Background: an optimization exercise with open tools, aiming at small area, a short achievable clock period and few clock cycles per item. Do not read the settings as production practice.
Function was checked by simulation only, so behaviour that the tests miss may differ from the original.
Power and IR drop assume default switching activity.

// sorted_deadline_alarm_queue
module sorted_deadline_alarm_queue #(
   parameter int QUEUE_DEPTH = QUEUE_DEPTH_DEF,
   parameter int TIME_WIDTH  = TIME_WIDTH_DEF
) (
   input  logic                  clock,
   input  logic                  reset,
   input  logic                  req_valid,
   output logic                  req_stall,
   input  sdaq_pkg::req_type     req_data,
   output logic                  rsp_valid,
   input  logic                  rsp_stall,
   output sdaq_pkg::rsp_type     rsp_data,
   input  logic                  psel,
   input  logic                  penable,
   input  logic                  pwrite,
   input  logic [CSR_ADDR_W-1:0] paddr,
   input  logic [CSR_DATA_W-1:0] pwdata,
   output logic [CSR_DATA_W-1:0] prdata,
   output logic                  pready
);
export LEC_CHECK = 0
export CAP_MARGIN = 20
export CORE_MARGIN = 2
export CORE_UTILIZATION = 50
export CTS_BUF_LIST = sky130_fd_sc_hd__clkbuf_4 sky130_fd_sc_hd__clkbuf_8
export SETUP_SLACK_MARGIN = 4.8
export SLEW_MARGIN = 20
create_clock -name core_clock -period 8.0 [get_ports {clock}]
run.sh (not shown) runs the stock make flow with config.mk's settings and CLKGATE_MAP_FILE= SYNTH_SCRIPT=/design/flow/synth_recipe.tcl, a recipe that flattens the netlist after the stock synthesis.
Testbench counts at the start, summed over its fixed seeds: cycles 12,863, items 9,600.
==> next run, changes <==
--- a/flow/design.v
+++ b/flow/design.v
@@ -176,17 +176,15 @@
                                               input logic [TW-1:0] b);
       logic [TW-1:0] g, p, hp;
       g  = a & b;
       p  = a | b;
       hp = a ^ b;
       for (int l = 0; (1 << l) < TW; l++) begin
-         for (int i = 0; i < TW; i++) begin
-            if (((i >> l) & 1) == 1) begin
-               g[i] = g[i] | (p[i] & g[((i >> l) << l) - 1]);
-               p[i] = p[i] & p[((i >> l) << l) - 1];
-            end
+         for (int i = TW - 1; i >= (1 << l); i--) begin
+            g[i] = g[i] | (p[i] & g[i - (1 << l)]);
+            p[i] = p[i] & p[i - (1 << l)];
          end
       end
       add_fast = hp ^ {g[TW-2:0], 1'b0};
    endfunction
    logic [TW-1:0]     pp [TPU_W];
    logic [2*TW-1:0]   t0, t1, t2, u0, u1, v0, v1, w0, x0;
Power goes up slightly; cell count went up by a few percent; final area rose slightly; setup slack is worse by 0.12 ns; global-route usage rises by 0.95 points; via count is higher by a few percent; utilization grows by 0.94 points; critical path depth rose by 1; non-clock buffer count climbs by 55; wire length rises by a few percent; maximum frequency drops by a few percent.
Testbench counts after the change, summed over its fixed seeds: cycles 12,863, items 9,600.

--- another note on this design; it stands on its own ---

== build 25 ==
// sorted_deadline_alarm_queue
module sorted_deadline_alarm_queue #(
   parameter int QUEUE_DEPTH = QUEUE_DEPTH_DEF,
   parameter int TIME_WIDTH  = TIME_WIDTH_DEF
) (
   input  logic                  clock,
   input  logic                  reset,
   input  logic                  req_valid,
   output logic                  req_stall,
   input  sdaq_pkg::req_type     req_data,
   output logic                  rsp_valid,
   input  logic                  rsp_stall,
   output sdaq_pkg::rsp_type     rsp_data,
   input  logic                  psel,
   input  logic                  penable,
   input  logic                  pwrite,
   input  logic [CSR_ADDR_W-1:0] paddr,
   input  logic [CSR_DATA_W-1:0] pwdata,
   output logic [CSR_DATA_W-1:0] prdata,
   output logic                  pready
);
Size: about 5,800 cells after synthesis, about 150 I/O pins.
Settings: LEC_CHECK=0, CAP_MARGIN=20, CORE_MARGIN=2, CORE_UTILIZATION=50, CTS_BUF_LIST=sky130_fd_sc_hd__clkbuf_4 sky130_fd_sc_hd__clkbuf_8, SETUP_SLACK_MARGIN=4.4, SLEW_MARGIN=20; clock period 8.0 ns.
run.sh (not shown) runs the stock make flow with config.mk's settings and CLKGATE_MAP_FILE= SYNTH_SCRIPT=/design/flow/synth_recipe.tcl, a recipe that flattens the netlist after the stock synthesis.
Build 25 completed every stage of the flow, and the final layout passed the timing, design-rule and antenna checks.
Testbench counts of build 25, summed over its fixed seeds: cycles 12,863, items 9,600.
Setup changes, build 25 to build 55
# build 25
export LEC_CHECK = 0
export CAP_MARGIN = 20
export CORE_MARGIN = 2
export CORE_UTILIZATION = 50
export CTS_BUF_LIST = sky130_fd_sc_hd__clkbuf_4 sky130_fd_sc_hd__clkbuf_8
export SETUP_SLACK_MARGIN = 4.4
export SLEW_MARGIN = 20
create_clock -name core_clock -period 8.0 [get_ports {clock}]
# build 55
export LEC_CHECK = 0
export CAP_MARGIN = 20
export CORE_MARGIN = 2
export CORE_UTILIZATION = 50
export CTS_BUF_LIST = sky130_fd_sc_hd__clkbuf_4 sky130_fd_sc_hd__clkbuf_8
export SETUP_SLACK_MARGIN = 4.6
export SLEW_MARGIN = 20
create_clock -name core_clock -period 8.0 [get_ports {clock}]
### Flow results
- Of build 55 and build 25, the run reporting the lower wire length of the first global-routing pass was build 25.
- Of build 55 and build 25, it is build 55 that has the higher via count of the first global-routing pass.
- Diff build 25 -> build 55 | switching share of power | decrease of 0.19 points
- The boundary pin count on build 25 is in line with that on build 55.
- Build 25 → build 55: final worst-path setup slack now sits higher; minimum clock period after layout shows a reduction of 270 ps; synthesis-to-finish area growth rose 2.0 points; total cell area at the placement stage did not really move.
diff inputs: build 55 => build 7
# build 55
export LEC_CHECK = 0
export CAP_MARGIN = 20
export CORE_MARGIN = 2
export CORE_UTILIZATION = 50
export CTS_BUF_LIST = sky130_fd_sc_hd__clkbuf_4 sky130_fd_sc_hd__clkbuf_8
export SETUP_SLACK_MARGIN = 4.6
export SLEW_MARGIN = 20
create_clock -name core_clock -period 8.0 [get_ports {clock}]
# build 7
export LEC_CHECK = 0
export CAP_MARGIN = 10
export CORE_MARGIN = 2
export CORE_UTILIZATION = 55
export CTS_BUF_LIST = sky130_fd_sc_hd__clkbuf_4 sky130_fd_sc_hd__clkbuf_8
export SETUP_SLACK_MARGIN = 5.0
export SLEW_MARGIN = 10
create_clock -name core_clock -period 8.0 [get_ports {clock}]
Notes after the runs:
- Compared with build 55, build 7 shows a site row count that is 6 lower.
- In the flow results for build 7 and build 55, the total detailed-routing wirelength is smaller on build 55.
- Delta (build 7 minus build 55): cell total after placement now smaller; multi-input logic area now larger.
- Compare build 7 and build 55 | finished layout cell area higher: build 7

## static timing again, ports no longer ideal
How much do the figures lean on ideal ports? The routed layouts below were timed once more, with nothing changed but the port constraints.
Step 1 (the two cells are an assumption about what drives the block):
set clk [get_ports {clock}]
set_driving_cell -lib_cell sky130_fd_sc_hd__clkbuf_16 $clk
set_driving_cell -lib_cell sky130_fd_sc_hd__buf_2 [delete_from_list [all_inputs] $clk]
Step 2 also shifts input and output timing later by t, the mid clock arrival at the registers, as if the neighbouring blocks saw the same clock.
a / b / c = ideal ports / drivers / drivers and shift; a / b = the first two.
run | t (ns) | setup WS [ns] | worst data-port slew with drivers (ns)
the first run of note 1 | 0.961 | 4.628 / 4.628 / 3.889 | 0.08
the second run of note 1 | 0.935 | 4.512 / 4.512 / 3.875 | 0.07
build 25 | 0.932 | 4.340 / 4.340 / 3.522 | 0.06
build 55 | 0.937 | 4.606 / 4.605 / 3.853 | 0.06
build 7 | 0.958 | 4.610 / 4.610 / 3.972 | 0.07
After both steps setup and hold are still met in every run listed. For build 25, which loses most, drivers alone change the setup slack by 0.000 ns; drivers and shift together by -0.818 ns.
